Context: an optimization exercise on an open-source flow, tuned for small area, a short achievable clock period and few clock cycles. The choices shown serve that exercise and are no tape-out recipe.
At most, simulation tests tie the RTL to the original design; equivalence was not proved.
Only the layout flow was run in runs 1 and 2; the RTL was not checked for function there.

<file path="flow/config.mk">
export PLATFORM = sky130hd
export DESIGN_NAME = idct_top
export DESIGN_NICKNAME = idct_top
export VERILOG_FILES = /design/flow/design.v
export SDC_FILE = /design/flow/constraint.sdc
export NUM_CORES = 4
export LEC_CHECK = 0
export CAP_MARGIN = 20
export CORE_MARGIN = 2
export CORE_UTILIZATION = 65
export SETUP_SLACK_MARGIN = 5
export SLEW_MARGIN = 20
</file>
<file path="flow/constraint.sdc">
create_clock -name core_clock -period 13.0 [get_ports {clock}]
set_input_delay 2.6000 -clock core_clock [delete_from_list [all_inputs] [get_ports {clock}]]
set_output_delay 2.6000 -clock core_clock [all_outputs]
set_load 0.01 [all_outputs]
</file>
<file path="flow/design.v">
`default_nettype none
package sram_pkg;
	typedef logic [17:0] sram_addr_t;
	typedef logic [15:0] sram_data_t;
	typedef logic [4:0]  buf_addr_t;    
	typedef logic [31:0] buf_word_t;    
endpackage
`default_nettype wire
`default_nettype none
package idct_pkg;
	typedef logic signed [15:0] sample_t;     
	typedef logic signed [15:0] coeff_t;      
	typedef logic signed [31:0] product_t;
	typedef logic signed [31:0] acc_t;        
	typedef logic [5:0]         coeff_idx_t;  
endpackage
`default_nettype wire
`timescale 1ns/1ps
`default_nettype none
module idct_top (
	input  logic                 clock,
	input  logic                 resetn,
	input  logic                 start_i,
	input  logic [4:0]           block_row_i,
	input  logic [5:0]           block_col_i,
	input  sram_pkg::sram_data_t sram_read_data_i,
	output sram_pkg::sram_addr_t sram_address_o,
	output sram_pkg::sram_data_t sram_write_data_o,
	output logic                 sram_we_n_o,
	output logic                 done_o
);
	logic        busy;
	logic [7:0]  slot;
	logic [7:0]  ns;       
	logic        go;       
	logic [14:0] lp;       
	logic [14:0] base;
	assign go = start_i && !busy;
	assign ns = busy ? slot + 8'd1 : 8'd0;
	logic [8:0] line_hi;
	always_comb begin
		case (block_row_i)
			5'd0: line_hi = 9'd150;
			5'd1: line_hi = 9'd155;
			5'd2: line_hi = 9'd160;
			5'd3: line_hi = 9'd165;
			5'd4: line_hi = 9'd170;
			5'd5: line_hi = 9'd175;
			5'd6: line_hi = 9'd180;
			5'd7: line_hi = 9'd185;
			5'd8: line_hi = 9'd190;
			5'd9: line_hi = 9'd195;
			5'd10: line_hi = 9'd200;
			5'd11: line_hi = 9'd205;
			5'd12: line_hi = 9'd210;
			5'd13: line_hi = 9'd215;
			5'd14: line_hi = 9'd220;
			5'd15: line_hi = 9'd225;
			5'd16: line_hi = 9'd230;
			5'd17: line_hi = 9'd235;
			5'd18: line_hi = 9'd240;
			5'd19: line_hi = 9'd245;
			5'd20: line_hi = 9'd250;
			5'd21: line_hi = 9'd255;
			5'd22: line_hi = 9'd260;
			5'd23: line_hi = 9'd265;
			5'd24: line_hi = 9'd270;
			5'd25: line_hi = 9'd275;
			5'd26: line_hi = 9'd280;
			5'd27: line_hi = 9'd285;
			5'd28: line_hi = 9'd290;
			5'd29: line_hi = 9'd295;
			5'd30: line_hi = 9'd300;
			default: line_hi = 9'd305;
		endcase
	end
	assign base = {line_hi, block_col_i};
	logic       ns_rd, ns_wdir, ns_wbuf, ns_wlast;
	logic [2:0] ns_wrow, ns_wj;
	always_comb begin
		ns_rd    = !ns[7] && !ns[3];
		ns_wdir  = !ns[7] && ns[3:2] == 2'b11;
		ns_wlast = ns[7] && ns[6:0] <= 7'd3;
		ns_wbuf  = !ns[7] && ns[3:2] == 2'b10 && ns[6:4] != 3'd0;
		ns_wrow  = ns_wdir ? ns[6:4] : ns[6:4] - 3'd1;    
		case ({ns_wdir, ns[1:0]})
			3'b100:  ns_wj = 3'd0;
			3'b101:  ns_wj = 3'd7;
			3'b110:  ns_wj = 3'd2;
			3'b111:  ns_wj = 3'd5;
			3'b000:  ns_wj = 3'd3;
			3'b001:  ns_wj = 3'd4;
			3'b010:  ns_wj = 3'd1;
			default: ns_wj = 3'd6;
		endcase
	end
	function automatic logic [2:0] k_of(input logic [2:0] step);
		case (step)
			3'd0:    k_of = 3'd1;
			3'd1:    k_of = 3'd2;
			3'd2:    k_of = 3'd3;
			3'd3:    k_of = 3'd6;
			3'd4:    k_of = 3'd7;
			3'd5:    k_of = 3'd0;
			3'd6:    k_of = 3'd5;
			default: k_of = 3'd4;
		endcase
	endfunction
	logic [17:0] addr_q;
	logic        we_q;     
	logic        done_q;
	always_ff @(posedge clock or negedge resetn) begin
		if (!resetn) begin
			busy   <= 1'b0;
			slot   <= '0;
			done_q <= 1'b0;
			we_q   <= 1'b0;
		end else begin
			if (go) begin
				busy   <= 1'b1;
				slot   <= '0;
				done_q <= 1'b0;
			end else if (busy) begin
				slot <= ns;
				if (slot == 8'd131) begin
					busy   <= 1'b0;
					done_q <= 1'b1;
				end
			end
			we_q <= (busy || go) && (ns_wdir || ns_wbuf || ns_wlast);
		end
	end
	always_ff @(posedge clock) begin
		if (go)
			lp <= base;
		else if (busy && slot[3:0] == 4'd7)
			lp <= lp + 15'd40;    
		if (go)
			addr_q <= {base, k_of(3'd0)};
		else if (ns_rd)
			addr_q <= {lp, k_of(ns[2:0])};
		else
			addr_q <= {12'd0, ns_wrow, ns_wj};
	end
	assign sram_address_o = addr_q;
	assign sram_we_n_o    = !we_q;
	assign done_o         = done_q;
	logic arrive;
	assign arrive = busy && slot[3:0] >= 4'd2 && slot[3:0] <= 4'd9 && slot <= 8'd129;
	logic [15:0] sg;
	logic [15:0] sin;
	logic [17:0] t3q;
	logic [18:0] t5q;
	logic [23:0] sx, t3, t5;
	assign sg = arrive ? sram_read_data_i : 16'd0;
	always_ff @(posedge clock) begin
		sin <= sg;
		t3q <= {{2{sg[15]}}, sg} + {sg[15], sg, 1'b0};
		t5q <= {{3{sg[15]}}, sg} + {sg[15], sg, 2'b00};
	end
	assign sx = {{8{sin[15]}}, sin};
	assign t3 = {{6{t3q[17]}}, t3q};
	assign t5 = {{5{t5q[18]}}, t5q};
	logic [2:0] ns_step;
	logic       ns_proc;
	assign ns_step = 3'(ns[3:0] - 4'd3);
	assign ns_proc = (busy || go) && ns[3:0] >= 4'd3 && ns[3:0] <= 4'd10 && !ns[7];
	localparam logic [31:0] NEG = {8'h8E, 8'h1E, 8'h00, 8'hD4};   
	logic [1:0] lsel;      
	logic       first;
	logic [3:0] neg;
	logic       cv_sub;    
	logic       bshift;    
	always_ff @(posedge clock) begin
		case (ns_step)
			3'd1, 3'd3: lsel <= 2'b01;    
			3'd5, 3'd7: lsel <= 2'b10;    
			default:    lsel <= 2'b00;    
		endcase
		first <= ns_proc && ns_step[2:1] == 2'd0;
		for (int x = 0; x < 4; x++)
			neg[x] <= ns_proc && NEG[8*x + ns_step];
		cv_sub <= ns[3:0] == 4'd12 || ns[3:0] == 4'd14 || ns[3:0] == 4'd0 || ns[3:0] == 4'd2;
		bshift <= ns[3:0] == 4'd15 || ns[3:0] <= 4'd2 || (ns[3:0] >= 4'd7 && ns[3:0] <= 4'd10);
	end
	logic [23:0] x0, y0, z0, x1, y1, z1, x2, y2, z2, w2, x3, y3, z3;
	logic        m3;
	always_comb begin
		x0 = sx << 11;
		case (lsel)
			2'b00:   begin y0 = ~(t5 << 3); z0 = 24'd0;   end
			2'b01:   begin y0 = ~(t5 << 5); z0 = sx << 2; end
			default: begin y0 = ~(t5 << 7); z0 = t5 << 3; end
		endcase
		case (lsel)
			2'b00:   begin x1 = t3 << 9; y1 = t5 << 5; z1 = t3 << 1; end
			2'b01:   begin x1 = t3 << 8; y1 = t5 << 1; z1 = t5;      end
			default: begin x1 = t3 << 8; y1 = t5 << 7; z1 = t5 << 3; end
		endcase
		case (lsel)
			2'b00:   begin x2 = sx << 10; y2 = t3 << 5; z2 = sx << 4; w2 = sx;    end
			2'b01:   begin x2 = t3 << 8;  y2 = t5 << 1; z2 = t5;      w2 = 24'd0; end
			default: begin x2 = sx << 10; y2 = t3 << 7; z2 = t5 << 3; w2 = 24'd0; end
		endcase
		case (lsel)
			2'b00:   begin x3 = t3 << 7;  y3 = t5 << 1; z3 = t5;         m3 = 1'b0; end
			2'b01:   begin x3 = sx << 11; y3 = sx << 2; z3 = ~(t5 << 5); m3 = 1'b1; end
			default: begin x3 = t3 << 8;  y3 = t5 << 7; z3 = t5 << 3;    m3 = 1'b0; end
		endcase
	end
	logic [23:0] r0, r1, r2, r3, r4, r5, r6, r7;
	logic [23:0] a0, a1, a2, a3;
	logic [2:0]  k0, k1, k2, k3;
	always_comb begin
		k0 = neg[0] ? 3'd2 : 3'd1;
		k1 = neg[1] ? 3'd3 : 3'd0;
		k2 = neg[2] ? 3'd4 : 3'd0;
		k3 = neg[3] ? 3'd3 - {2'd0, m3} : {2'd0, m3};
		a0 = (first ? 24'd0 : r0) + (x0 ^ {24{neg[0]}}) + (y0 ^ {24{neg[0]}}) + (z0 ^ {24{neg[0]}}) + 24'(k0);
		a1 = (first ? 24'd0 : r1) + (x1 ^ {24{neg[1]}}) + (y1 ^ {24{neg[1]}}) + (z1 ^ {24{neg[1]}}) + 24'(k1);
		a2 = (first ? 24'd0 : r2) + (x2 ^ {24{neg[2]}}) + (y2 ^ {24{neg[2]}}) + (z2 ^ {24{neg[2]}})
		   + (w2 ^ {24{neg[2]}}) + 24'(k2);
		a3 = (first ? 24'd0 : r3) + (x3 ^ {24{neg[3]}}) + (y3 ^ {24{neg[3]}}) + (z3 ^ {24{neg[3]}}) + 24'(k3);
	end
	always_ff @(posedge clock) begin
		r0 <= r6; r1 <= r4; r2 <= r7; r3 <= r5;
		r4 <= a0; r5 <= a1; r6 <= a2; r7 <= a3;
	end
	logic [23:0] cv_b, cv;
	assign cv_b = cv_sub ? ~r4 : r6;
	assign cv   = r0 + cv_b + {23'd0, cv_sub};
	logic [15:0] bq0, bq1, bq2, bq3;
	always_ff @(posedge clock) begin
		if (bshift) begin
			bq0 <= bq1; bq1 <= bq2; bq2 <= bq3;
			bq3 <= cv[23:8];
		end
	end
	logic [15:0] wd_q;
	always_ff @(posedge clock)
		wd_q <= (ns_wdir || ns[7]) ? cv[23:8] : bq0;
	assign sram_write_data_o = wd_q;
endmodule
`default_nettype wire
</file>
<file path="flow/flow/run.sh">
#!/bin/bash
# The standard layout (standard.sh: ORFS from synthesis to the final
# layout), with timing repair aiming for a setup slack well above zero so
# that the layout reaches a shorter period than the 13 ns it is signed off at.
bash standard.sh SETUP_SLACK_MARGIN=9.0 finish > standard.log 2>&1
</file>
<file path="flow/standard.sh">
#!/bin/bash
# synth_recipe.tcl (not shown) runs the flow's synth.tcl, then flattens the netlist and writes it again
# the make line also repeats each setting of config.mk as NAME=value (left out here)
make -C /OpenROAD-flow-scripts/flow DESIGN_CONFIG=/design/flow/config.mk WORK_HOME=/design/flow/orfs CLKGATE_MAP_FILE= SYNTH_SCRIPT=/design/flow/synth_recipe.tcl "${@:-finish}"
</file>
==> results of run 1 <==
kinds of logic (layout without fill, tap and decap cells):
logic type,after synthesis,count (layout),share of synthesized area [%]
and+or+nand+nor,669,669,12.1
AOI/OAI and AO/OA,508,508,12.0
adders and majority gates,434,434,25.9
DFF,372,372,31.8
buffers and inverters,359,579,5.19
xor gates and xnor gates,334,334,11.2
muxes,43,43,1.83
through the flow:
step,hold WS [ps],std cells
after global placement,310,3230
after CTS,326,3404
final,326,3464
after floorplan,310,2719
after global routing,331,3464
after detailed placement,312,3230
state kept, by name, indices dropped and copies added (netlist names), 18 cells and up:
register  flops
r6           24
r1           24
r5           24
r3           24
addr_q       18
r7           24
r0           24
t5q          18
r4           24
r2           24
cell usage after synthesis (all sizes together) (67+ instances only):
library cell / count / share of area [%]
fa: 175 / 13
xnor2: 231 / 7.8
nor2b: 95 / 2.3
edfxtp: 79 / 9.1
ha: 259 / 12
dfxtp: 282 / 22
nand2: 243 / 3.5
a21oi: 223 / 4.3
o21ai: 89 / 1.7
xor2: 103 / 3.5
inv: 265 / 3.8
clkbuf: 67 / 0.96
nor2: 161 / 2.3
timing repair:
action / 4_1_cts / 5_1_grt
pin swaps: 112 / 100
setup buffers: 89 / 60
gates resized for setup: 311 / 147
cloned: 9 / 0
endpoints found under the setup margin: 162 / 95
cells in the final DEF (no fill, tap or decap), types with 13 or more instances in the layout:
cell	count
sky130_fd_sc_hd__buf_4	112
sky130_fd_sc_hd__clkbuf_16	42
sky130_fd_sc_hd__nand3_1	19
sky130_fd_sc_hd__clkdlybuf4s50_1	20
sky130_fd_sc_hd__nand2b_1	40
sky130_fd_sc_hd__xnor2_1	214
sky130_fd_sc_hd__dfxtp_1	273
sky130_fd_sc_hd__a21o_1	46
sky130_fd_sc_hd__a21oi_4	13
sky130_fd_sc_hd__o21ai_1	16
sky130_fd_sc_hd__nor2_1	148
sky130_fd_sc_hd__and2_1	19
sky130_fd_sc_hd__dlygate4sd2_1	38
sky130_fd_sc_hd__nand2_1	216
sky130_fd_sc_hd__nor2b_1	86
sky130_fd_sc_hd__o21ai_0	53
sky130_fd_sc_hd__xor2_1	96
sky130_fd_sc_hd__o21a_1	19
sky130_fd_sc_hd__a21oi_1	170
sky130_fd_sc_hd__mux2i_1	22
sky130_fd_sc_hd__inv_1	245
sky130_fd_sc_hd__ha_1	219
sky130_fd_sc_hd__fa_1	164
sky130_fd_sc_hd__a21oi_2	40
sky130_fd_sc_hd__o21ai_2	16
sky130_fd_sc_hd__ha_4	34
sky130_fd_sc_hd__nor3_1	21
sky130_fd_sc_hd__and3_1	15
sky130_fd_sc_hd__xnor2_2	16
sky130_fd_sc_hd__edfxtp_1	79
sky130_fd_sc_hd__inv_2	14
sky130_fd_sc_hd__buf_6	39
sky130_fd_sc_hd__mux2_2	18
worst paths after layout:
kind / cells past startpoint / endpoint / startpoint / slack, ps
setup / recovery: 23 / r6[23]$_DFF_P_ / lsel[0]$_SDFF_PN0_ / 7560
hold / removal: 0 / r2[11]$_DFF_P_ / r7[11]$_DFF_P_ / 330
setup reg to reg: 23 / r6[23]$_DFF_P_ / lsel[0]$_SDFF_PN0_ / 7560
hold reg to reg: 0 / r2[11]$_DFF_P_ / r7[11]$_DFF_P_ / 330
max in group asynchronous: 1 / slot[2]$_DFFE_PN0N_ / resetn / 10280
min in group asynchronous: 1 / slot[1]$_DFFE_PN0N_ / resetn / 2370
final cells by class:
cell class / count / area, um2 / area share (%)
Clock buffer: 52 / 1130 / 3.53
Clock inverter: 24 / 214 / 0.668
Inverter: 267 / 1050 / 3.29
Multi-Input combinational cell: 1988 / 18300 / 57.1
Sequential cell: 372 / 8320 / 26.0
Tap cell: 525 / 657 / 2.05
Timing Repair Buffer: 235 / 2340 / 7.32
Timing Repair inverter: 1 / 7.51 / 0.0235
routing by layer:
metal	GRT usage, %	vias to the layer above	share of wire [%]	wire length (um)
li1	-	9427	-	-
met1	45.1	10242	37	30100
met5	0	-	0	0
met3	6.66	391	7.8	6300
met4	21.4	0	7.7	6220
met2	60.8	1027	47	38100
==> run_results.csv, run 1 <==
group,metric,value,unit
routing,drt_iter0_markers,1942,
yosys,synth.lib_cells_used.distinct,78,
die,floorplan.rows,73,
die,die_outline_area,41700,um2
die,fp.coreArea,39600,um2
sta,report.final.slew_viol_count,0,
run,max_cap_violations,0,
die,top_level_ports,66,
final_layout,postLayoutCoreUtil,80.7,%
routing,route.detailed.vias_per_inst,6.09,
critical_path,worstPathCellList,"buf_12 -> buf_8 -> nor2_4 -> nand2_2 -> xor2_2 -> fa_1 -> inv_1 -> fa_1 -> inv_1 -> fa_1 -> inv_1 -> ha_2 -> inv_2 -> fa_2 -> nand2b_4 -> a21oi_4 -> o31ai_4 -> o22ai_2 -> a41o_1 -> o31a_1 -> a2111o_1 -> a2111oi_4 -> nor3_2",
critical_path,worst-endpoint-required,13460,ps
yosys,asyncSetResetFlopFracSynth,2.96,%
routing,drt-wirelength-per-cell,23.3,um
critical_path,slowest_stage,"sky130_fd_sc_hd__fa_1",
global_routing,grt.total_usage,36.8,%
clock_tree,holdBufCountCts,0,
sta,final_period_minus_worst_setup_slack,5440,ps
final_layout,drive_gt1_share,19.5,%
clock_tree,numCtsBuffers,41,
sta,worst_clock_skew,18.8,ps
routing,vias,21087,
sta,hold_viol,0,
status,outcome,"timing/DRC/antenna clean",
yosys,synthesis.area_per_instance,9.59,um2
clock_tree,cts_tree,"done",
placement,dp_slack,6300,ps
sta,max_slew_headroom,44.4,%
sta,setup_ws,7560,ps
routing,post-route-drc-count,0,
placement,postPlaceCellArea,27500,um2
routing,finalWirelength,80800,um
final_layout,final_nets,3370,
critical_path,cp.arrival,5900,ps
sta,final.period_utilization,41.9,%
critical_path,critPathTopFamily,"adder cells",
critical_path,slowest_delay,580,ps
clock_tree,cts_max_path_buffers,3,
global_routing,grt_remaining_overflow,0,
critical_path,critical_path.startpoint_type,"register",
critical_path,timing.critical_path.to_type,"register",
yosys,ys.flop_type,"sky130_fd_sc_hd__dfxtp_1",
die,fp.dieW,204,um
yosys,synthesis.area,26100,um2
sta,finalSetupTns,0,ps
critical_path,timing.critical_path.buf_inv,6,
sta,finalSetupViolations,0,
clock_tree,clock_tree.htree_level_count,2,
global_routing,grt_pass1_vias,21138,
sta,worstMarginPinSlew,834,ps
placement,dpl.hpwl,52900,um
global_routing,grt_start_max_net_pins,65,
global_routing,grt_first_pass_wirelength,117000,um
sta,setup_repair_after_global_routing_missed_its_margin,"yes",
final_layout,num-fill-cells,2376,
clock_tree,worst_setup_hold_path_clk_slew,60,ps
yosys,netlist_instances,2719,
routing,antenna_left,0,
routing,detail_route.first_pass.iterations,9,
clock_tree,clock_insertion_delay_worst_skew,590,ps
yosys,synth.ff_latch_count,372,
yosys,synth_enable_flop_cells,79,
yosys,yosysSeqAreaShare,31.8,%
critical_path,critPathMaxFanout,6,
yosys,synth.net_count,3183,
final_layout,syn2layout_area_growth,22.8,%
critical_path,path_class,"reg2reg",
clock_tree,root_buf_cell,"sky130_fd_sc_hd__clkbuf_16",
yosys,synth.yosys.warnings,1,
sta,upper_clock_frequency_limit,184,MHz
clock_tree,clock-sinks,372,
final_layout,final_cell_area,32000,um2
global_routing,number_of_antenna_violations_at_the_first_check_in_global_routing,0,
final_layout,antenna_diode_count,0,
placement,io_port_bufs,65,
placement,place.gp.congestion,0.994,
die,die_h,204,um
min_path,hp-class,"reg2reg",
die,start_util,65.8,%
==> inputs of run 2 (changes only) <==
==> flow/flow/run.sh (replaced) <==
#!/bin/bash
# The standard layout (standard.sh: ORFS from synthesis to the final
# layout), with timing repair aiming for a setup slack well above zero so
# that the layout reaches a shorter period than the 13 ns it is signed off at.
bash standard.sh SETUP_SLACK_MARGIN=9.3 finish > standard.log 2>&1
==> run 2 against run 1 <==
Against the previous run:
- sequential share of layout area barely moved
- sequential cell count did not move
- utilization up 0.18 points
- clock-buffer cell count decreased by 1
- hold slack worse by 11 ps
- register-to-register slack better by 30 ps
- first-iteration DRC count fell by 2.8%
- die area unchanged
- critical endpoint unchanged
==> run_results.csv, run 2 <==
group,metric,value,unit
status,outcome,"timing/DRC/antenna clean",
sta,hold_viol,0,
routing,route.detailed.vias_per_inst,6.12,
yosys,synth-xor-area-share,11.2,%
placement,post_place_cells,3230,
min_path,hold_depth,0,
run,max_cap_violations,0,
routing,vias,21213,
critical_path,timing.critical_path.to_type,"register",
placement,dp_slack,6440,ps
clock_tree,root_buf_cell,"sky130_fd_sc_hd__clkbuf_16",
yosys,ys.flop_type,"sky130_fd_sc_hd__dfxtp_1",
routing,met2RoutedLength,39300,um
clock_tree,holdBufCountCts,0,
sta,finalSetupTns,0,ps
die,top_level_ports,66,
placement,dpl.hpwl,53500,um
yosys,netlist_instances,2719,
die,start_util,65.8,%
sta,report.final.slew_viol_count,0,
sta,setup_repair_after_global_routing_missed_its_margin,"yes",
die,fp.dieW,204,um
yosys,synthesized_area_fraction_occupied_by_ao_oa_aoi_and_oai_cells,12.0,%
yosys,combinational_family_with_the_most_area_after_synthesis,"adder cells",
routing,route.met3.wl,6840,um
critical_path,critPathMaxFanout,8,
global_routing,grt_remaining_overflow,0,
yosys,synth.lib_cells_used.distinct,78,
sta,final.period_utilization,41.7,%
critical_path,worst_r2r_endpoint,"r6[23]$_DFF_P_",
min_path,whs_endpoint,"r2[8]$_DFF_P_",
yosys,synth_top_cells_by_count,"282 x sky130_fd_sc_hd__dfxtp_1, 263 x sky130_fd_sc_hd__inv_1, 259 x sky130_fd_sc_hd__ha_1, 243 x sky130_fd_sc_hd__nand2_1, 231 x sky130_fd_sc_hd__xnor2_1",
global_routing,grt.total_usage,37.3,%
routing,wl_met1,31200,um
sta,finalSetupViolations,0,
final_layout,final_nets,3373,
critical_path,reg2reg_from,"lsel[0]$_SDFF_PN0_",
sta,worst_clock_skew,39.0,ps
yosys,synth.most_common_cell,"sky130_fd_sc_hd__dfxtp_1",
yosys,synth_simple_gate_area_share,12.1,%
global_routing,grt_pass1_vias,21252,
yosys,synth.ff_latch_count,372,
critical_path,reg2reg_slack,7580,ps
min_path,hp-class,"reg2reg",
clock_tree,clock_insertion_delay_worst_skew,590,ps
routing,antenna_left,0,
routing,drt-wirelength-per-cell,24.0,um
sta,worstMarginPinSlew,818,ps
yosys,asyncSetResetFlopFracSynth,2.96,%
placement,place.gp.congestion,0.996,
global_routing,number_of_antenna_violations_at_the_first_check_in_global_routing,1,
yosys,synth.yosys.warnings,1,
final_layout,layout.area.seq,8320,um2
die,floorplan.rows,73,
final_layout,layout.cells.most_common_list,"267 x sky130_fd_sc_hd__dfxtp_1, 244 x sky130_fd_sc_hd__inv_1, 223 x sky130_fd_sc_hd__ha_1",
die,die_h,204,um
clock_tree,cts_max_path_buffers,3,
final_layout,final_cell_count_no_fill,3466,
final_layout,mostFrequentLayoutCell,"sky130_fd_sc_hd__dfxtp_1",
final_layout,multi_input_area,18400,um2
global_routing,grt_start_max_net_pins,65,
clock_tree,clock_tree.htree_level_count,2,
yosys,synth-adder-area-share,25.9,%
yosys,synthesis.area,26100,um2
final_layout,drive_gt1_share,21.9,%
sta,final_period_minus_worst_setup_slack,5420,ps
sta,worst_hold_slack,316,ps
yosys,synthesis.area_per_instance,9.59,um2
final_layout,num-fill-cells,2305,
yosys,yosys.area.top_type,"sky130_fd_sc_hd__dfxtp_1",
yosys,ys_top_cells_by_area,"sky130_fd_sc_hd__dfxtp_1 22%, sky130_fd_sc_hd__fa_1 13%, sky130_fd_sc_hd__ha_1 12%",
yosys,share_of_cell_area_taken_by_muxes_after_synthesis,1.83,%
critical_path,critical_path.startpoint_type,"register",
routing,detail_route.first_pass.iterations,7,
final_layout,syn2layout_area_growth,23.0,%
routing,finalWirelength,83300,um
clock_tree,cts_tree,"done",
critical_path,worst-endpoint-required,13450,ps
routing,drt_iter0_markers,1887,
die,die_outline_area,41700,um2
sta,setup_ws,7580,ps
yosys,netlist.area_leader.share,21.7,%
critical_path,rr_worst_depth,24,
global_routing,grt_first_pass_wirelength,119000,um
routing,post-route-drc-count,0,
critical_path,cp.arrival,5860,ps
die,fp.coreArea,39600,um2
yosys,yosysSeqAreaShare,31.8,%
clock_tree,clock-sinks,372,
routing,dr.max_layer_used,"met5",
placement,io_port_bufs,65,
sta,upper_clock_frequency_limit,185,MHz
clock_tree,worst_setup_hold_path_clk_slew,80,ps
clock_tree,numCtsBuffers,40,
min_path,hold_path.startpoint,"r7[8]$_DFF_P_",
yosys,synth_enable_flop_cells,79,
sta,max_slew_headroom,45.3,%
critical_path,path_class,"reg2reg",
yosys,synth.net_count,3183,
[run 2: cell counts after synthesis]
No cell type changed its count.
[run 2: worst max path at each step]
stage / endpoint / start
final: r6[23]$_DFF_P_ / lsel[0]$_SDFF_PN0_
after global routing: r6[23]$_DFF_P_ / lsel[0]$_SDFF_PN0_
after CTS: r6[23]$_DFF_P_ / lsel[0]$_SDFF_PN0_
after detailed placement: r7[23]$_DFF_P_ / lsel[1]$_SDFF_PN0_
after global placement: r7[23]$_DFF_P_ / lsel[1]$_SDFF_PN0_
after floorplan: r6[23]$_DFF_P_ / lsel[0]$_SDFF_PN0_
[run 2: critical path, cell delays in order (launching register included)]
cell,delay (ps)
sky130_fd_sc_hd__dfxtp_4,360
sky130_fd_sc_hd__buf_12,120
sky130_fd_sc_hd__inv_8,30
sky130_fd_sc_hd__buf_12,120
sky130_fd_sc_hd__nor2_4,120
sky130_fd_sc_hd__buf_12,150
sky130_fd_sc_hd__buf_4,130
sky130_fd_sc_hd__nand2_4,100
sky130_fd_sc_hd__xor2_1,410
sky130_fd_sc_hd__inv_1,150
sky130_fd_sc_hd__fa_1,440
sky130_fd_sc_hd__fa_1,460
sky130_fd_sc_hd__ha_1,260
sky130_fd_sc_hd__ha_4,170
sky130_fd_sc_hd__inv_2,60
sky130_fd_sc_hd__fa_2,200
sky130_fd_sc_hd__nand2b_4,130
sky130_fd_sc_hd__a21oi_4,70
sky130_fd_sc_hd__o31ai_4,200
sky130_fd_sc_hd__o22ai_2,130
sky130_fd_sc_hd__a41o_1,220
sky130_fd_sc_hd__o31a_1,340
sky130_fd_sc_hd__a2111o_1,470
sky130_fd_sc_hd__a2111oi_4,340
sky130_fd_sc_hd__nor3_2,70
[run 2: final cells by class]
| class | instances | share of cell area [%] |
|---|---|---|
| Antenna cell | 1 | 0.00780 |
| Clock buffer | 51 | 3.37 |
| Clock inverter | 22 | 0.846 |
| Inverter | 267 | 3.30 |
| Multi-Input combinational cell | 1989 | 57.2 |
| Sequential cell | 372 | 26.0 |
| Tap cell | 525 | 2.05 |
| Timing Repair Buffer | 238 | 7.24 |
| Timing Repair inverter | 1 | 0.0234 |
[run 2: through the flow]
stage	utilization, %	instance area, um2
floorplan	-	26500
global placement	69.3	27500
detailed placement	69.3	27500
CTS	77.6	30800
global route	80.9	32100
finish	80.9	32100
[run 2: repair_timing]
action                                  4_1_cts  5_1_grt
resized for setup                           427      201
endpoints found under the setup margin      185      115
pin swaps                                   104      109
gates cloned                                 10        1
buffers inserted                             95       56
[run 2: cell families (layout without fill, tap and decap cells)]
group                    Yosys count  count (layout)
AO/OA/AOI/OAI                    508             508
XOR/XNOR                         334             334
adder cells (fa/ha/maj)          434             434
buffers and inverters            359             579
flip-flops                       372             372
multiplexers                      43              43
other                              0               1
AND/OR/NAND/NOR                  669             670
[run 2: routing by layer]
layer  vias to the layer above  track usage [%]
met4                         2             21.5
met3                       365             6.78
met5                         -                0
met1                     10290             46.2
met2                      1130             61.2
li1                       9426                -
==> inputs of run 3 (changes only) <==
--- a/flow/design.v
+++ b/flow/design.v
@@ -146,7 +146,12 @@
 	assign sram_we_n_o    = !we_q;
 	assign done_o         = done_q;
 	logic arrive;
-	assign arrive = busy && slot[3:0] >= 4'd2 && slot[3:0] <= 4'd9 && slot <= 8'd129;
+	always_ff @(posedge clock or negedge resetn) begin
+		if (!resetn)
+			arrive <= 1'b0;
+		else
+			arrive <= (busy || go) && ns[3:0] >= 4'd2 && ns[3:0] <= 4'd9 && ns <= 8'd129;
+	end
 	logic [15:0] sg;
 	logic [15:0] sin;
 	logic [17:0] t3q;
@@ -208,27 +213,42 @@
 			default: begin x3 = t3 << 8;  y3 = t5 << 7; z3 = t5 << 3;    m3 = 1'b0; end
 		endcase
 	end
-	logic [23:0] r0, r1, r2, r3, r4, r5, r6, r7;
-	logic [23:0] a0, a1, a2, a3;
-	logic [2:0]  k0, k1, k2, k3;
+	logic [23:0] r0, r1, r2, r3;
+	logic [23:0] u4, u5, u6, u7, v4, v5, v6, v7;
+	logic        kc4, kc5, kc6, kc7;
+	logic [23:0] au0, au1, au2, au3, av0, av1, av2, av3;
+	logic        ak0, ak1, ak2, ak3;
+	ring_csa3 u_c0 (.first_i(first), .n_i(neg[0]), .ka_i(1'b1), .kb_i(neg[0]), .r_i(r0),
+		.x_i(x0), .y_i(y0), .z_i(z0), .u_o(au0), .v_o(av0));
+	ring_csa3 u_c1 (.first_i(first), .n_i(neg[1]), .ka_i(neg[1]), .kb_i(neg[1]), .r_i(r1),
+		.x_i(x1), .y_i(y1), .z_i(z1), .u_o(au1), .v_o(av1));
+	ring_csa4 u_c2 (.first_i(first), .n_i(neg[2]), .k_i(neg[2]), .r_i(r2),
+		.x_i(x2), .y_i(y2), .z_i(z2), .w_i(w2), .u_o(au2), .v_o(av2));
+	ring_csa3 u_c3 (.first_i(first), .n_i(neg[3]), .ka_i(neg[3] ^ m3), .kb_i(neg[3]), .r_i(r3),
+		.x_i(x3), .y_i(y3), .z_i(z3), .u_o(au3), .v_o(av3));
+	assign ak0 = 1'b0;
+	assign ak1 = neg[1];
+	assign ak2 = neg[2];
+	assign ak3 = neg[3];
+	always_ff @(posedge clock) begin
+		r0 <= u6 + v6 + {23'd0, kc6};
+		r1 <= u4 + v4 + {23'd0, kc4};
+		r2 <= u7 + v7 + {23'd0, kc7};
+		r3 <= u5 + v5 + {23'd0, kc5};
+		u4 <= au0; v4 <= av0; kc4 <= ak0;
+		u5 <= au1; v5 <= av1; kc5 <= ak1;
+		u6 <= au2; v6 <= av2; kc6 <= ak2;
+		u7 <= au3; v7 <= av3; kc7 <= ak3;
+	end
+	logic [23:0] cb_u, cb_v, cp, cq, cm, cv;
 	always_comb begin
-		k0 = neg[0] ? 3'd2 : 3'd1;
-		k1 = neg[1] ? 3'd3 : 3'd0;
-		k2 = neg[2] ? 3'd4 : 3'd0;
-		k3 = neg[3] ? 3'd3 - {2'd0, m3} : {2'd0, m3};
-		a0 = (first ? 24'd0 : r0) + (x0 ^ {24{neg[0]}}) + (y0 ^ {24{neg[0]}}) + (z0 ^ {24{neg[0]}}) + 24'(k0);
-		a1 = (first ? 24'd0 : r1) + (x1 ^ {24{neg[1]}}) + (y1 ^ {24{neg[1]}}) + (z1 ^ {24{neg[1]}}) + 24'(k1);
-		a2 = (first ? 24'd0 : r2) + (x2 ^ {24{neg[2]}}) + (y2 ^ {24{neg[2]}}) + (z2 ^ {24{neg[2]}})
-		   + (w2 ^ {24{neg[2]}}) + 24'(k2);
-		a3 = (first ? 24'd0 : r3) + (x3 ^ {24{neg[3]}}) + (y3 ^ {24{neg[3]}}) + (z3 ^ {24{neg[3]}}) + 24'(k3);
-	end
-	always_ff @(posedge clock) begin
-		r0 <= r6; r1 <= r4; r2 <= r7; r3 <= r5;
-		r4 <= a0; r5 <= a1; r6 <= a2; r7 <= a3;
-	end
-	logic [23:0] cv_b, cv;
-	assign cv_b = cv_sub ? ~r4 : r6;
-	assign cv   = r0 + cv_b + {23'd0, cv_sub};
+		cb_u = cv_sub ? ~u4 : u6;
+		cb_v = cv_sub ? ~v4 : v6;
+		cp   = r0 ^ cb_u ^ cb_v;
+		cm   = (r0 & cb_u) | (r0 & cb_v) | (cb_u & cb_v);
+		cq   = {cm[22:0], cv_sub | kc6};
+		cv   = cp + cq + {23'd0, cv_sub & !kc4};
+	end
 	logic [15:0] bq0, bq1, bq2, bq3;
 	always_ff @(posedge clock) begin
 		if (bshift) begin
@@ -241,4 +261,48 @@
 		wd_q <= (ns_wdir || ns[7]) ? cv[23:8] : bq0;
 	assign sram_write_data_o = wd_q;
 endmodule
+module ring_csa3 (
+	input  logic        first_i,
+	input  logic        n_i,
+	input  logic        ka_i,
+	input  logic        kb_i,
+	input  logic [23:0] r_i,
+	input  logic [23:0] x_i,
+	input  logic [23:0] y_i,
+	input  logic [23:0] z_i,
+	output logic [23:0] u_o,
+	output logic [23:0] v_o
+);
+	logic [23:0] rr, xx, yy, zz, s1, c1, m1, m2;
+	assign rr  = first_i ? 24'd0 : r_i;
+	assign xx  = x_i ^ {24{n_i}};
+	assign yy  = y_i ^ {24{n_i}};
+	assign zz  = z_i ^ {24{n_i}};
+	assign s1  = rr ^ xx ^ yy;
+	assign m1  = (rr & xx) | (rr & yy) | (xx & yy);
+	assign c1  = {m1[22:0], ka_i};
+	assign u_o = s1 ^ c1 ^ zz;
+	assign m2  = (s1 & c1) | (s1 & zz) | (c1 & zz);
+	assign v_o = {m2[22:0], kb_i};
+endmodule
+module ring_csa4 (
+	input  logic        first_i,
+	input  logic        n_i,
+	input  logic        k_i,
+	input  logic [23:0] r_i,
+	input  logic [23:0] x_i,
+	input  logic [23:0] y_i,
+	input  logic [23:0] z_i,
+	input  logic [23:0] w_i,
+	output logic [23:0] u_o,
+	output logic [23:0] v_o
+);
+	logic [23:0] u3, v3, ww, m3;
+	ring_csa3 u_c (.first_i(first_i), .n_i(n_i), .ka_i(k_i), .kb_i(k_i), .r_i(r_i),
+		.x_i(x_i), .y_i(y_i), .z_i(z_i), .u_o(u3), .v_o(v3));
+	assign ww  = w_i ^ {24{n_i}};
+	assign u_o = u3 ^ v3 ^ ww;
+	assign m3  = (u3 & v3) | (u3 & ww) | (v3 & ww);
+	assign v_o = {m3[22:0], k_i};
+endmodule
 `default_nettype wire
==> run 3 against run 2 <==
Against the previous run:
- still clean on timing, DRC and antenna
- fmax increased by 29%
- clock-buffer cell count increased by 21
- global-route usage decreased by 1.8 points
- synthesized cell count increased by 9.0%
- non-clock buffer count decreased by 109
- clock skew decreased by 11 ps
- critical endpoint is now t5q[16]$_DFF_P_
==> run_results.csv, run 3 <==
group,metric,value,unit
clock_tree,worst_setup_hold_path_clk_slew,60,ps
clock_tree,clock_tree.htree_level_count,2,
final_layout,antenna_diode_count,0,
placement,dpl.hpwl,57800,um
critical_path,cp.arrival,4690,ps
clock_tree,cts_max_path_buffers,3,
sta,finalSetupViolations,0,
global_routing,grt_first_pass_wirelength,124000,um
yosys,synth_top_cells_by_count,"377 x sky130_fd_sc_hd__dfxtp_1, 287 x sky130_fd_sc_hd__nand2_1, 283 x sky130_fd_sc_hd__inv_1, 256 x sky130_fd_sc_hd__a21oi_1, 254 x sky130_fd_sc_hd__xnor2_1",
clock_tree,cts_tree,"done",
sta,final_period_minus_worst_setup_slack,4210,ps
critical_path,path_class,"in2reg",
final_layout,layout.cells.most_common_list,"364 x sky130_fd_sc_hd__dfxtp_1, 281 x sky130_fd_sc_hd__nand2_1, 277 x sky130_fd_sc_hd__inv_1",
routing,drt_iter0_markers,1915,
critical_path,crit_cells,15,
yosys,ys.flop_type,"sky130_fd_sc_hd__dfxtp_1",
yosys,synth.net_count,3363,
global_routing,grt_busiest_layer,"met2",
sta,max_slew_headroom,26.2,%
sta,report.final.slew_viol_count,0,
yosys,ys_top_cells_by_area,"sky130_fd_sc_hd__dfxtp_1 26%, sky130_fd_sc_hd__fa_1 14%, sky130_fd_sc_hd__edfxtp_1 8.3%",
placement,dp_slack,7610,ps
yosys,synth_enable_flop_cells,79,
min_path,hold_depth,0,
sta,final.period_utilization,32.4,%
sta,worst_clock_skew,28.1,ps
global_routing,grt_start_max_net_pins,65,
critical_path,slowest_stage,"sky130_fd_sc_hd__fa_2",
clock_tree,numCtsBuffers,50,
die,die_h,214,um
placement,io_port_bufs,65,
critical_path,worst_r2r_endpoint,"wd_q[7]$_DFF_P_",
critical_path,timing.critical_path.to_type,"register",
min_path,hp-class,"reg2reg",
clock_tree,clock_insertion_delay_worst_skew,620,ps
critical_path,reg2reg_from,"cv_sub$_DFF_P_",
die,top_level_ports,66,
global_routing,grtUsageMet1,47.8,%
yosys,asyncSetResetFlopFracSynth,2.56,%
yosys,netlist_instances,2964,
routing,drt-wirelength-per-cell,21.8,um
clock_tree,clock-sinks,468,
min_path,hold_path.startpoint,"u5[0]$_DFF_P_",
yosys,netlist.area_leader.share,26.4,%
yosys,synth.ff_latch_count,468,
critical_path,worst-endpoint-required,13480,ps
min_path,whs_endpoint,"r3[0]$_DFF_P_",
die,fp.dieW,214,um
global_routing,groute.layer.met3.usage,7.37,%
critical_path,worstPathCellList,"buf_8 -> nand2_8 -> inv_8 -> buf_12 -> ha_4 -> inv_2 -> fa_2 -> nor2b_2 -> o21ai_2 -> a21boi_2 -> o2111ai_2 -> a31oi_2 -> a21o_1 -> a21oi_2 -> xnor2_1",
sta,upper_clock_frequency_limit,238,MHz
sta,setup_ws,8790,ps
yosys,yosys.area.top_type,"sky130_fd_sc_hd__dfxtp_1",
yosys,synth.yosys.warnings,1,
critical_path,reg2reg_slack,9340,ps
placement,place.gp.congestion,0.979,
routing,detail_route.first_pass.iterations,8,
global_routing,grt.total_usage,35.5,%
yosys,yosysSeqAreaShare,35.7,%
final_layout,drive_gt1_share,10.5,%
routing,vias,21834,
critical_path,timing.critical_path.buf_inv,4,
routing,post-route-drc-count,0,
final_layout,syn2layout_area_growth,13.1,%
critical_path,critPathMaxFanout,3,
die,floorplan.rows,76,
global_routing,number_of_antenna_violations_at_the_first_check_in_global_routing,2,
global_routing,grt_remaining_overflow,0,
yosys,synth.lib_cells_used.distinct,71,
critical_path,critPathTopFamily,"compound AO/OA/AOI/OAI gates",
die,start_util,66.1,%
routing,finalWirelength,80200,um
final_layout,final_nets,3443,
critical_path,rr_worst_depth,14,
global_routing,global_route.usage.met2,57.5,%
sta,setup_repair_after_global_routing_missed_its_margin,"yes",
routing,route.detailed.vias_per_inst,5.95,
run,max_cap_violations,0,
routing,antenna_left,0,
die,fp.coreArea,43300,um2
sta,hold_viol,0,
status,outcome,"timing/DRC/antenna clean",
clock_tree,root_buf_cell,"sky130_fd_sc_hd__clkbuf_16",
global_routing,grt_pass1_vias,22199,
critical_path,slowest_delay,390,ps
final_layout,mostFrequentLayoutCell,"sky130_fd_sc_hd__dfxtp_1",
yosys,synth.most_common_cell,"sky130_fd_sc_hd__dfxtp_1",
sta,finalSetupTns,0,ps
die,die_outline_area,45700,um2
yosys,synthesis.area,28600,um2
sta,worstMarginPinSlew,1110,ps
critical_path,critical_path.startpoint_type,"input pin",
yosys,synthesis.area_per_instance,9.65,um2
[run 3: cell types whose count changed after synthesis, moves of 35 or more]
cell                      change
sky130_fd_sc_hd__a21oi_1     +36
sky130_fd_sc_hd__mux2i_1     +45
sky130_fd_sc_hd__ha_1        -84
sky130_fd_sc_hd__dfxtp_1     +95
sky130_fd_sc_hd__nor2b_1     -35
sky130_fd_sc_hd__nand2_1     +44
[run 3: worst max-delay path by stage]
stage                        startpoint              end
finish              sram_read_data_i[2]  t5q[16]$_DFF_P_
global route        sram_read_data_i[0]  t3q[15]$_DFF_P_
CTS                 sram_read_data_i[0]  t3q[15]$_DFF_P_
detailed placement  sram_read_data_i[2]  t5q[16]$_DFF_P_
global placement    sram_read_data_i[2]  t5q[16]$_DFF_P_
floorplan           sram_read_data_i[2]  t5q[16]$_DFF_P_
[run 3: kinds of logic after synthesis]
| family | synth area share, % |
|---|---|
| adder cells (fa/ha/maj) | 21.2 |
| flip-flops | 35.7 |
| AND/OR/NAND/NOR | 11.1 |
| multiplexers | 2.93 |
| AO/OA/AOI/OAI | 13.0 |
| buffers and inverters | 5.10 |
| XOR/XNOR | 10.9 |
[run 3: metal layers]
layer | vias up | part of all wire (%)
met5 | - | 0.032
met4 | 4 | 3.5
met3 | 194 | 8.6
met2 | 951 | 46
met1 | 10659 | 42
li1 | 10026 | -
[run 3: stage by stage]
stage	utilization [%]	hold WS (ps)	std cells	cell area, um2
after floorplan	-	310	2964	28800
after global placement	69.3	314	3529	30000
after detailed placement	69.3	336	3529	30000
after CTS	74.1	344	3661	32100
after global routing	74.8	353	3669	32300
final	74.8	354	3669	32300
[run 3: cell type report]
cell class                      count  area (um2)
Tap cell                          585         732
Sequential cell                   468       10200
Clock inverter                     20         183
Clock buffer                       72        1460
Fill cell                        2972       10900
Inverter                          286        1100
Timing Repair Buffer              129        1080
Multi-Input combinational cell   2109       17500
[run 3: what timing repair did]
action	4_1_cts	5_1_grt
buffers inserted	38	8
gates cloned	2	0
endpoints found under the setup margin	144	42
hold buffers	0	0
gates resized for setup	247	51
pin swaps	40	25
Testbench counts of run 3, summed over its fixed seeds: cycles 34,048.
==> inputs of run 4 (changes only) <==
==> flow/flow/run.sh (replaced) <==
#!/bin/bash
# The standard layout (standard.sh: ORFS from synthesis to the final
# layout), with timing repair aiming for a setup slack well above zero so
# that the layout reaches a shorter period than the 13 ns it is signed off at.
bash standard.sh SETUP_SLACK_MARGIN=9.0 finish > standard.log 2>&1
==> run 4 against run 3 <==
Against the previous run:
- still clean on timing, DRC and antenna
- area after synthesis unchanged
- critical path depth decreased by 2
- hold slack got worse by 24 ps
- largest cell class unchanged
- critical path type unchanged
==> run_results.csv, run 4 <==
group,metric,value,unit
status,outcome,"timing/DRC/antenna clean",
placement,post_place_cells,3528,
sta,hold_viol,0,
clock_tree,worst_setup_hold_path_clk_slew,60,ps
critical_path,worst_r2r_endpoint,"u6[21]$_DFF_P_",
yosys,synth.yosys.warnings,1,
routing,drt_iter0_markers,2300,
global_routing,grt_pass1_vias,22000,
die,die_h,214,um
yosys,netlist.area_leader.share,26.4,%
sta,worstMarginPinSlew,1200,ps
sta,max_slew_headroom,18.0,%
final_layout,drive_gt1_share,8.55,%
critical_path,reg2reg_slack,9110,ps
critical_path,worst-endpoint-required,13520,ps
critical_path,timing.critical_path.to_type,"register",
sta,final.period_utilization,33.0,%
placement,io_port_bufs,65,
sta,finalSetupTns,0,ps
yosys,synth_enable_flop_cells,79,
min_path,hp-class,"reg2reg",
yosys,synthesis.area,28600,um2
yosys,synth.ff_latch_count,468,
yosys,synth.lib_cells_used.distinct,71,
placement,place.gp.congestion,0.971,
clock_tree,clock-sinks,468,
yosys,ys.flop_type,"sky130_fd_sc_hd__dfxtp_1",
routing,route.detailed.vias_per_inst,5.95,
yosys,synthesis.area_per_instance,9.65,um2
critical_path,critPathMaxFanout,4,
clock_tree,cts_max_path_buffers,3,
die,start_util,66.1,%
min_path,hold_depth,0,
sta,setup_repair_after_global_routing_missed_its_margin,"yes",
routing,finalWirelength,79100,um
final_layout,syn2layout_area_growth,13.5,%
critical_path,cp.arrival,4810,ps
sta,finalSetupViolations,0,
clock_tree,root_buf_cell,"sky130_fd_sc_hd__clkbuf_16",
global_routing,grt_first_pass_wirelength,122000,um
routing,detail_route.first_pass.iterations,7,
sta,worst_hold_slack,330,ps
yosys,synth.net_count,3363,
final_layout,layout.cells.most_common_list,"369 x sky130_fd_sc_hd__dfxtp_1, 283 x sky130_fd_sc_hd__nand2_1, 278 x sky130_fd_sc_hd__inv_1",
placement,dpl.hpwl,57400,um
clock_tree,cts_tree,"done",
final_layout,mostFrequentLayoutCell,"sky130_fd_sc_hd__dfxtp_1",
run,max_cap_violations,0,
clock_tree,numCtsBuffers,51,
sta,final_period_minus_worst_setup_slack,4290,ps
yosys,netlist_instances,2964,
critical_path,critical_path.startpoint_type,"input pin",
critical_path,path_class,"in2reg",
critical_path,startpoint,"sram_read_data_i[1]",
yosys,yosysSeqAreaShare,35.7,%
yosys,synth.most_common_cell,"sky130_fd_sc_hd__dfxtp_1",
die,die_outline_area,45700,um2
die,fp.coreArea,43300,um2
sta,upper_clock_frequency_limit,233,MHz
yosys,asyncSetResetFlopFracSynth,2.56,%
global_routing,grt.total_usage,34.8,%
routing,post-route-drc-count,0,
global_routing,grt_start_max_net_pins,76,
yosys,ys_top_cells_by_area,"sky130_fd_sc_hd__dfxtp_1 26%, sky130_fd_sc_hd__fa_1 14%, sky130_fd_sc_hd__edfxtp_1 8.3%",
final_layout,final_cell_count_no_fill,3671,
die,floorplan.rows,76,
final_layout,antenna_diode_count,0,
min_path,hold_path.startpoint,"u5[0]$_DFF_P_",
critical_path,reg2reg_from,"lsel[0]$_SDFF_PN0_",
min_path,whs_endpoint,"r3[0]$_DFF_P_",
die,top_level_ports,66,
final_layout,final_nets,3444,
routing,vias,21846,
die,fp.dieW,214,um
routing,antenna_left,0,
final_layout,num-fill-cells,2963,
clock_tree,clock_insertion_delay_worst_skew,610,ps
sta,report.final.slew_viol_count,0,
sta,worst_clock_skew,23.8,ps
yosys,yosys.area.top_type,"sky130_fd_sc_hd__dfxtp_1",
clock_tree,clock_tree.htree_level_count,2,
global_routing,grt_remaining_overflow,0,
critical_path,rr_worst_depth,9,
routing,drt-wirelength-per-cell,21.6,um
clock_tree,holdBufCountCts,0,
yosys,synth_top_cells_by_count,"377 x sky130_fd_sc_hd__dfxtp_1, 287 x sky130_fd_sc_hd__nand2_1, 283 x sky130_fd_sc_hd__inv_1, 256 x sky130_fd_sc_hd__a21oi_1, 254 x sky130_fd_sc_hd__xnor2_1",
global_routing,number_of_antenna_violations_at_the_first_check_in_global_routing,1,
==> run 4: cell families after synthesis <==
logic type      count (synthesis)  synth area share, %
buf+inv                       387                 5.10
compound gates                615                 13.0
xor+xnor                      357                 10.9
mux                            82                 2.93
simple gates                  686                 11.1
flops                         468                 35.7
fa+ha+maj                     369                 21.2
==> run 4: repair_timing <==
item | in CTS | in global routing
endpoints found under the setup margin | 75 | 44
gates resized for setup | 121 | 31
setup buffers | 38 | 11
pin swaps | 38 | 31
==> run 4: layer usage <==
metal / routed length (um) / global-route usage [%] / up-vias
met2: 36200 / 56.1 / 1038
li1: - / - / 10007
met3: 6750 / 6.03 / 193
met5: 9 / 0 / -
met1: 33600 / 47.7 / 10606
met4: 2620 / 12.0 / 2
==> run 4: how the worst max path moves through the flow <==
stage | endpoint | cells after the start | slack (ps)
finish | t5q[15]$_DFF_P_ | 13 | 8710
global route | t5q[15]$_DFF_P_ | 13 | 8650
CTS | t3q[15]$_DFF_P_ | 13 | 8760
detailed placement | t5q[16]$_DFF_P_ | 14 | 7590
global placement | t5q[16]$_DFF_P_ | 14 | 7660
floorplan | t5q[16]$_DFF_P_ | 13 | 8520
==> run 4: worst max-delay path: stages <==
cell and delay, ps:
sky130_fd_sc_hd__buf_8 110, sky130_fd_sc_hd__nand2_8 80, sky130_fd_sc_hd__inv_8 60, sky130_fd_sc_hd__buf_12 120, sky130_fd_sc_hd__ha_4 210, sky130_fd_sc_hd__a21o_1 200, sky130_fd_sc_hd__a21oi_4 150, sky130_fd_sc_hd__nand2b_4 150
sky130_fd_sc_hd__a21boi_2 60, sky130_fd_sc_hd__o211a_1 260, sky130_fd_sc_hd__o41a_1 450, sky130_fd_sc_hd__a31oi_4 230, sky130_fd_sc_hd__xnor2_2 140
==> run 4: metrics by stage <==
step	util, %	worst slack, ps	cell area (um2)
global placement	69.2	7660	30000
detailed placement	69.2	7590	30000
global route	75.1	8650	32500
floorplan	-	8520	28800
CTS	74.5	8760	32200
finish	75.1	8710	32500
==> run 4: area by class of cell <==
cell class / count / area, um2 / share of cell area (%)
repair buffers: 129 / 1170 / 3.61
multi-input cells: 2109 / 17500 / 53.9
inverters: 286 / 1090 / 3.37
clock buffers: 73 / 1510 / 4.64
clock inverters: 21 / 245 / 0.755
flip-flops and latches: 468 / 10200 / 31.5
well taps: 585 / 732 / 2.25
==> inputs of run 5 (changes only) <==
--- a/flow/design.v
+++ b/flow/design.v
@@ -79,18 +79,18 @@
 	logic [2:0] ns_wrow, ns_wj;
 	always_comb begin
 		ns_rd    = !ns[7] && !ns[3];
-		ns_wdir  = !ns[7] && ns[3:2] == 2'b11;
-		ns_wlast = ns[7] && ns[6:0] <= 7'd3;
-		ns_wbuf  = !ns[7] && ns[3:2] == 2'b10 && ns[6:4] != 3'd0;
+		ns_wdir  = !ns[7] && ns[3] && ns[2:0] >= 3'd5;
+		ns_wlast = ns[7] && ns[6:0] <= 7'd4;
+		ns_wbuf  = !ns[7] && ns[3] && ns[2:0] <= 3'd4 && ns[6:4] != 3'd0;
 		ns_wrow  = ns_wdir ? ns[6:4] : ns[6:4] - 3'd1;    
-		case ({ns_wdir, ns[1:0]})
-			3'b100:  ns_wj = 3'd0;
-			3'b101:  ns_wj = 3'd7;
-			3'b110:  ns_wj = 3'd2;
-			3'b111:  ns_wj = 3'd5;
-			3'b000:  ns_wj = 3'd3;
-			3'b001:  ns_wj = 3'd4;
-			3'b010:  ns_wj = 3'd1;
+		case ({ns_wdir, ns[2:0]})
+			4'b1101: ns_wj = 3'd0;
+			4'b1110: ns_wj = 3'd7;
+			4'b1111: ns_wj = 3'd2;
+			4'b0000: ns_wj = 3'd5;
+			4'b0001: ns_wj = 3'd3;
+			4'b0010: ns_wj = 3'd4;
+			4'b0011: ns_wj = 3'd1;
 			default: ns_wj = 3'd6;
 		endcase
 	end
@@ -122,7 +122,7 @@
 				done_q <= 1'b0;
 			end else if (busy) begin
 				slot <= ns;
-				if (slot == 8'd131) begin
+				if (slot == 8'd132) begin
 					busy   <= 1'b0;
 					done_q <= 1'b1;
 				end
@@ -152,12 +152,14 @@
 		else
 			arrive <= (busy || go) && ns[3:0] >= 4'd2 && ns[3:0] <= 4'd9 && ns <= 8'd129;
 	end
-	logic [15:0] sg;
+	logic [15:0] s_q, sg;
 	logic [15:0] sin;
 	logic [17:0] t3q;
 	logic [18:0] t5q;
 	logic [23:0] sx, t3, t5;
-	assign sg = arrive ? sram_read_data_i : 16'd0;
+	always_ff @(posedge clock)
+		s_q <= arrive ? sram_read_data_i : 16'd0;
+	assign sg = s_q;
 	always_ff @(posedge clock) begin
 		sin <= sg;
 		t3q <= {{2{sg[15]}}, sg} + {sg[15], sg, 1'b0};
@@ -168,8 +170,8 @@
 	assign t5 = {{5{t5q[18]}}, t5q};
 	logic [2:0] ns_step;
 	logic       ns_proc;
-	assign ns_step = 3'(ns[3:0] - 4'd3);
-	assign ns_proc = (busy || go) && ns[3:0] >= 4'd3 && ns[3:0] <= 4'd10 && !ns[7];
+	assign ns_step = 3'(ns[3:0] - 4'd4);
+	assign ns_proc = (busy || go) && ns[3:0] >= 4'd4 && ns[3:0] <= 4'd11 && !ns[7];
 	localparam logic [31:0] NEG = {8'h8E, 8'h1E, 8'h00, 8'hD4};   
 	logic [1:0] lsel;      
 	logic       first;
@@ -185,8 +187,8 @@
 		first <= ns_proc && ns_step[2:1] == 2'd0;
 		for (int x = 0; x < 4; x++)
 			neg[x] <= ns_proc && NEG[8*x + ns_step];
-		cv_sub <= ns[3:0] == 4'd12 || ns[3:0] == 4'd14 || ns[3:0] == 4'd0 || ns[3:0] == 4'd2;
-		bshift <= ns[3:0] == 4'd15 || ns[3:0] <= 4'd2 || (ns[3:0] >= 4'd7 && ns[3:0] <= 4'd10);
+		cv_sub <= ns[3:0] == 4'd13 || ns[3:0] == 4'd15 || ns[3:0] == 4'd1 || ns[3:0] == 4'd3;
+		bshift <= !(ns[3:0] >= 4'd4 && ns[3:0] <= 4'd6 || ns[3:0] >= 4'd12 && ns[3:0] <= 4'd14);
 	end
 	logic [23:0] x0, y0, z0, x1, y1, z1, x2, y2, z2, w2, x3, y3, z3;
 	logic        m3;
@@ -249,11 +251,11 @@
 		cq   = {cm[22:0], cv_sub | kc6};
 		cv   = cp + cq + {23'd0, cv_sub & !kc4};
 	end
-	logic [15:0] bq0, bq1, bq2, bq3;
+	logic [15:0] bq0, bq1, bq2, bq3, bq4;
 	always_ff @(posedge clock) begin
 		if (bshift) begin
-			bq0 <= bq1; bq1 <= bq2; bq2 <= bq3;
-			bq3 <= cv[23:8];
+			bq0 <= bq1; bq1 <= bq2; bq2 <= bq3; bq3 <= bq4;
+			bq4 <= cv[23:8];
 		end
 	end
 	logic [15:0] wd_q;
==> flow/flow/run.sh (replaced) <==
#!/bin/bash
# The standard layout (standard.sh: ORFS from synthesis to the final
# layout), with timing repair aiming for a setup slack well above zero so
# that the layout reaches a shorter period than the 13 ns it is signed off at.
bash standard.sh SETUP_SLACK_MARGIN=9.3 finish > standard.log 2>&1
==> run 5 against run 4 <==
Against the previous run:
- setup slack better by 540 ps
- global-route usage is 0.80 points lower
- critical path type is now reg2out
- first-iteration DRC count shrank 13%
==> run_results.csv, run 5 <==
group,metric,value,unit
status,outcome,"timing/DRC/antenna clean",
die,fp.dieW,217,um
final_layout,final_cell_count_no_fill,3722,
critical_path,slowest_delay,370,ps
min_path,hp-class,"reg2reg",
clock_tree,cts_tree,"done",
final_layout,final_nets,3476,
clock_tree,clock_tree.htree_level_count,2,
clock_tree,clock-sinks,500,
die,die_h,217,um
critical_path,critical_path.startpoint_type,"register",
clock_tree,numCtsBuffers,51,
clock_tree,root_buf_cell,"sky130_fd_sc_hd__clkbuf_16",
yosys,synth.most_common_cell,"sky130_fd_sc_hd__dfxtp_1",
sta,upper_clock_frequency_limit,267,MHz
yosys,synthesis.area,29600,um2
final_layout,mostFrequentLayoutCell,"sky130_fd_sc_hd__dfxtp_1",
yosys,synth.ff_latch_count,500,
placement,io_port_bufs,65,
die,die_outline_area,47300,um2
routing,drt-wirelength-per-cell,21.8,um
placement,post_place_cells,3617,
yosys,synth.lib_cells_used.distinct,75,
critical_path,slowest_stage,"sky130_fd_sc_hd__dfrtp_1",
routing,finalWirelength,81000,um
die,start_util,65.6,%
global_routing,grt_pass1_vias,22270,
final_layout,antenna_diode_count,0,
yosys,asyncSetResetFlopFracSynth,2.40,%
yosys,netlist.area_leader.share,26.6,%
yosys,synth_top_cells_by_count,"393 x sky130_fd_sc_hd__dfxtp_1, 282 x sky130_fd_sc_hd__inv_1, 275 x sky130_fd_sc_hd__nand2_1, 273 x sky130_fd_sc_hd__a21oi_1, 251 x sky130_fd_sc_hd__xnor2_1",
final_layout,layout.cells.most_common_list,"370 x sky130_fd_sc_hd__dfxtp_1, 281 x sky130_fd_sc_hd__inv_1, 274 x sky130_fd_sc_hd__nand2_1",
sta,final.period_utilization,28.8,%
yosys,netlist_instances,3047,
yosys,synth_enable_flop_cells,95,
routing,drt_iter0_markers,2009,
yosys,yosys.area.top_type,"sky130_fd_sc_hd__dfxtp_1",
yosys,yosysSeqAreaShare,37.2,%
sta,max_slew_headroom,25.8,%
sta,finalSetupTns,0,ps
yosys,synth.yosys.warnings,1,
clock_tree,clock_insertion_delay_worst_skew,630,ps
global_routing,grt_first_pass_wirelength,123000,um
yosys,ys.flop_type,"sky130_fd_sc_hd__dfxtp_1",
global_routing,number_of_antenna_violations_at_the_first_check_in_global_routing,0,
final_layout,syn2layout_area_growth,10.7,%
yosys,synthesis.area_per_instance,9.72,um2
global_routing,grt_start_max_net_pins,81,
placement,place.gp.congestion,1.03,
sta,hold_viol,0,
critical_path,path_class,"reg2out",
sta,setup_repair_after_global_routing_missed_its_margin,"yes",
sta,worst_hold_slack,346,ps
clock_tree,cts_max_path_buffers,3,
placement,dpl.hpwl,60000,um
final_layout,drive_gt1_share,6.79,%
final_layout,num-fill-cells,3319,
routing,detail_route.first_pass.iterations,6,
critical_path,critPathMaxFanout,1,
die,top_level_ports,66,
global_routing,grt.total_usage,34.0,%
critical_path,worst-endpoint-required,10400,ps
run,max_cap_violations,0,
critical_path,cp.arrival,1150,ps
critical_path,timing.critical_path.to_type,"output pin",
global_routing,grt_remaining_overflow,0,
sta,report.final.slew_viol_count,0,
routing,post-route-drc-count,0,
sta,worst_clock_skew,35.1,ps
critical_path,worstPathCellList,"inv_1 -> buf_2",
sta,final_period_minus_worst_setup_slack,3750,ps
clock_tree,worst_setup_hold_path_clk_slew,60,ps
sta,worstMarginPinSlew,1110,ps
sta,finalSetupViolations,0,
routing,antenna_left,0,
routing,route.detailed.vias_per_inst,5.96,
die,fp.coreArea,45200,um2
die,floorplan.rows,78,
yosys,synth.net_count,3442,
routing,vias,22184,
yosys,ys_top_cells_by_area,"sky130_fd_sc_hd__dfxtp_1 27%, sky130_fd_sc_hd__fa_1 13%, sky130_fd_sc_hd__edfxtp_1 9.6%",
run 5: cell count changes in the layout (fill, tap and decap cells not counted), moves of 16 or more:
cell and change:
sky130_fd_sc_hd__a21oi_1 +19, sky130_fd_sc_hd__buf_2 +23, sky130_fd_sc_hd__buf_4 -36, sky130_fd_sc_hd__dlygate4sd2_1 -41, sky130_fd_sc_hd__edfxtp_1 +16, sky130_fd_sc_hd__nor2_1 +21, sky130_fd_sc_hd__o21ai_0 -16, sky130_fd_sc_hd__o21ai_1 +19
run 5: path summary, 6_finish.rpt:
| kind | start | end | slack (ps) | cells after the start |
|---|---|---|---|---|
| setup / recovery | we_q$_DFF_PN0_ | sram_we_n_o | 9250 | 2 |
| hold / removal | u5[0]$_DFF_P_ | r3[0]$_DFF_P_ | 350 | 0 |
| setup reg to reg | cv_sub$_DFF_P_ | wd_q[14]$_DFF_P_ | 9280 | 13 |
| hold reg to reg | u5[0]$_DFF_P_ | r3[0]$_DFF_P_ | 350 | 0 |
| max in group asynchronous | resetn | slot[0]$_DFFE_PN0P_ | 10280 | 1 |
| min in group asynchronous | resetn | done_q$_DFFE_PN0P_ | 2340 | 1 |
run 5: metal layers:
| metal | global-route usage (%) | part of all wire [%] | wire [um] |
|---|---|---|---|
| met5 | 0 | 0 | 0 |
| met4 | 16.5 | 5.2 | 4220 |
| met2 | 56.1 | 48 | 38500 |
| met1 | 42.8 | 39 | 31900 |
| met3 | 7.10 | 7.9 | 6390 |
run 5: cells by family (layout without fill, tap and decap cells):
logic type / after synthesis / after routing / share of synthesized area, %
fa+ha+maj: 365 / 365 / 20.3
simple gates: 717 / 717 / 11.3
flops: 500 / 500 / 37.2
compound gates: 651 / 651 / 13.4
mux: 72 / 72 / 2.50
buf+inv: 392 / 467 / 5.00
xor+xnor: 350 / 350 / 10.3
run 5: worst max-delay path, delay by kind of cell, from the launching register on:
family	cells	cell delay [ps]
flops	1	370
buf+inv	2	160
run 5: stage by stage:
| stage | instance area, um2 | worst slack [ps] | utilization, % |
|---|---|---|---|
| CTS | 32500 | 9210 | 72.0 |
| global placement | 30700 | 8020 | 68.0 |
| floorplan | 29600 | 9300 | - |
| global route | 32800 | 9150 | 72.6 |
| detailed placement | 30700 | 8000 | 68.0 |
| finish | 32800 | 9250 | 72.6 |
run 5: timing repair:
item | CTS | global route
pin swaps | 1 | 7
cloned | 2 | 4
hold buffers | 0 | 0
setup buffers | 3 | 2
endpoints found under the setup margin | 167 | 75
resized for setup | 192 | 39
run 5: final cells by class:
type | instances | area (um2) | area share (%)
multi-input cells | 2155 | 17300 | 52.7
clock buffers | 74 | 1520 | 4.62
inverters | 284 | 1070 | 3.27
well taps | 600 | 751 | 2.29
flip-flops and latches | 500 | 11100 | 33.7
repair buffers | 88 | 851 | 2.59
repair inverters | 1 | 7.51 | 0.0229
clock inverters | 20 | 246 | 0.752
Testbench counts of run 5, summed over its fixed seeds: cycles 34,304.

==> afterwards: timing with drivers on the ports <==
How much do the figures lean on ideal ports? The routed layouts below were timed once more, with nothing changed but the port constraints. Step 1 (the two cells are an assumption about what drives the block):
set clk [get_ports {clock}]
set_driving_cell -lib_cell sky130_fd_sc_hd__clkbuf_16 $clk
set_driving_cell -lib_cell sky130_fd_sc_hd__buf_2 [delete_from_list [all_inputs] $clk]
Step 2 times the ports against the registers' clock, not the clock port: input delays grow and output delays shrink by t, the midpoint of the rising clock arrivals with the driver on. Slacks: ideal ports / drivers / drivers and shift; pairs: ideal ports / drivers.
| run | t (ns) | slack for setup (ns) | worst setup path at the end | clock arrival spread, ns |
|---|---|---|---|---|
| run 1 | 0.636 | 7.558 / 7.558 / 7.558 | register to register | 0.020 / 0.020 |
| run 2 | 0.637 | 7.585 / 7.585 / 7.585 | register to register | 0.039 / 0.039 |
| run 3 | 0.667 | 8.792 / 8.805 / 8.138 | input to register | 0.028 / 0.029 |
| run 4 | 0.660 | 8.713 / 8.721 / 8.061 | input to register | 0.027 / 0.026 |
| run 5 | 0.672 | 9.251 / 9.190 / 8.793 | input to register | 0.040 / 0.040 |
After both steps every run listed still meets setup and hold. For run 3, which loses most, drivers alone change the setup slack by +0.013 ns; drivers and shift together by -0.654 ns.
